What follows belongs to an exercise in optimizing a design on an open flow for small area; a production flow would make more cautious choices. Only simulation tests tie the RTL to the original design; equivalence was not proved. Power is estimated from default activity; no workload was simulated.

==> v12 <==
Design csr_file, start of the top module:
module csr_file (
    input  logic                                                              clk,
    input  logic                                                              rst,
    input  logic [csr_pkg::commit_channels-1:0][csr_pkg::csr_addr_width-1:0] commit_write_addr,
    input  logic [csr_pkg::commit_channels-1:0][csr_pkg::reg_data_width-1:0] commit_write_data,
    input  logic [csr_pkg::commit_channels-1:0]                              commit_we,
    input  logic [csr_pkg::commit_channels-1:0][csr_pkg::csr_addr_width-1:0] commit_read_addr,
    input  logic [csr_pkg::csr_addr_width-1:0]                               exc_read_addr,
    input  logic [csr_pkg::reg_data_width-1:0]                               irq_pending,
    input  logic [csr_pkg::commit_count_width-1:0]                           commit_count,
    input  logic                                                              branch_num,
    input  logic                                                              branch_hit,
    input  logic                                                              branch_miss,
    input  logic                                                              rob_full,
    output logic [csr_pkg::reg_data_width-1:0]                               exc_read_data,
    output logic [csr_pkg::commit_channels-1:0][csr_pkg::reg_data_width-1:0] commit_read_data,
    output logic [csr_pkg::reg_data_width-1:0]                               mie_out,
    output logic [csr_pkg::reg_data_width-1:0]                               mstatus_out,
    output logic [csr_pkg::reg_data_width-1:0]                               mip_out,
    output logic [csr_pkg::reg_data_width-1:0]                               mepc_out
);
export LEC_CHECK = 0
export CAP_MARGIN = 15
export CELL_PAD_IN_SITES_DETAIL_PLACEMENT = 1
export CORE_MARGIN = 2
export CORE_UTILIZATION = 42
export CTS_BUF_LIST = sky130_fd_sc_hd__clkbuf_4
export CTS_CLUSTER_DIAMETER = 60
export CTS_CLUSTER_SIZE = 8
export GPL_ROUTABILITY_DRIVEN = 1
export GPL_TIMING_DRIVEN = 0
export PLACE_DENSITY = 0.52
export SLEW_MARGIN = 15
export SYNTH_HIERARCHICAL = 1
export SYNTH_MINIMUM_KEEP_SIZE = 0
create_clock -name core_clock -period 9.0 [get_ports {clk}]
standard.sh (not shown) runs the stock make flow with config.mk's settings and CLKGATE_MAP_FILE= SYNTH_SCRIPT=/design/flow/synth_recipe.tcl, a recipe that flattens the netlist after the stock synthesis.
==> flow/flow/run.sh <==
#!/bin/bash
# The standard ORFS layout (standard.sh), with these changes passed to its make:
#  - the input and output port buffers are sky130_fd_sc_hd__buf_1 cells
#  - clock tree synthesis inserts no dummy loads (clkbuf_4 buffers, clusters of 8 sinks)
#  - the resizer may swap a cell for one of another footprint
#  - before repair_design, each net with 24 or more loads is driven through one
#    buffer at the centre of its loads (flow/hf_buffer.tcl)
#  - the buffers between tie cells and constant outputs are made buf_1
# Each step's full output stays in orfs/logs/; make's own output goes to make_*.log here.
set -euo pipefail
HERE="$(cd "$(dirname "$0")" && pwd)"
EXTRA=(
  "BUFFER_PORTS_ARGS=-buffer_cell sky130_fd_sc_hd__buf_1"
  "CTS_ARGS=-sink_clustering_enable -repair_clock_nets -dont_use_dummy_load -buf_list sky130_fd_sc_hd__clkbuf_4 -sink_clustering_size 8 -sink_clustering_max_diameter 60"
  "MATCH_CELL_FOOTPRINT=0"
  "PRE_RESIZE_TCL=$HERE/pre_resize.tcl"
  "POST_FLOORPLAN_TCL=$HERE/post_floorplan.tcl"
)
bash standard.sh "${EXTRA[@]}" synth > make_synth.log 2>&1
bash standard.sh "${EXTRA[@]}" finish > make_finish.log 2>&1
Other scripts of this flow, unchanged in this note and not shown: flow/flow/hf_buffer.tcl, flow/flow/post_floorplan.tcl, flow/flow/pre_resize.tcl
==> v10 (differences from v12) <==
Settings changed: CAP_MARGIN 15 to 20, SLEW_MARGIN 15 to 20.
==> v33 (differences from v12) <==
Settings changed: CAP_MARGIN 15 to 30, SLEW_MARGIN 15 to 30.
==> notes.md <==
- Clock buffers: 86
- Post-layout min period: 7480 ps
- Commonest cells after routing, fill and taps aside: a222oi_1 (734), dfxtp_1 (580), o22ai_1 (576)
- Status: no timing/DRC/antenna violations
- WHS: 553 ps
- Layout cell share with drive strength beyond 1: ~8.7%
- Fillcell total: 9516
- P_leak: 12.3 nW
- Initial antenna violation count: 21
- Worst relative slew slack: 18.6%
- Vias per inst: 8.21
That was v33.
==> notes.md <==
- Status: no timing/DRC/antenna violations
- Gp weighted congestion: around 1.1
- Tapcells: 1050
- Post-layout min period: 7620 ps
- Crit Path Max Fanout: 32
- Post-synth top cells: a222oi_1 (734), dfxtp_1 (580), o22ai_1 (576)
- Worst setup path endpoint: commit_read_data[37]
- P_sw: 1.35 mW
- Fillcell total: 9532
- Layout cell share with drive strength beyond 1: 7.77%
- Clock buffers: 85
- Initial antenna violation count: 21
- Leading area contributor after synthesis: dfxtp_1
- Worst relative slew slack: 8.76%
- WHS: 547 ps
That was v10.
==> notes.md <==
- P_leak: 12.1 nW
- Max_cap viols: 1
- Layout cell share with drive strength beyond 1: between 7 and 8%
- Status: failed layout checks
- WHS: 552 ps
- Post-layout min period: about 7700 ps
- Fillcell total: 9509
- Vias per inst: 8.25
- Worst relative slew slack: -1.13%
- Layout Check Fails: capacitance limit, slew limit
- Clock buffers: 84
- Adder-Cell Fraction of Synth Area: less than 1%
- Commonest cells after routing, fill and taps aside: a222oi_1 (734), dfxtp_1 (580), o22ai_1 (576)
- Final Slew Violations: 4
- Initial antenna violation count: 19
That was v12.

port drivers added, routing unchanged:
No port has a modelled driver above. Below, the same layouts with a new extraction and two added sets of constraints.
Step 1: set_driving_cell puts a clkbuf_16 on clk and a buf_2 on each other input, an assumption about the parent block.
Step 2 moves the port delays by t, midway between the first and last clock arrival at a register: inputs arrive t later, outputs are due t later. That takes back most of the time a late clock gives input paths.
Slacks: ideal / step 1 / step 2; pairs: ideal / step 1.
run	shift t [ns]	setup slack, ns	latest minus earliest clock arrival (ns)	slew at the worst register clock pin (ns)	worst slew at a driven data input, ns
v12	0.987	1.325 / 1.302 / 1.302	0.129 / 0.130	0.12 / 0.12	0.19
v10	0.993	1.378 / 1.327 / 1.327	0.163 / 0.163	0.12 / 0.12	0.18
v33	0.954	1.521 / 1.472 / 1.472	0.160 / 0.159	0.11 / 0.11	0.18
The setup slack of v10, which loses most, moves by -0.051 ns with the drivers and by -0.051 ns with both steps.
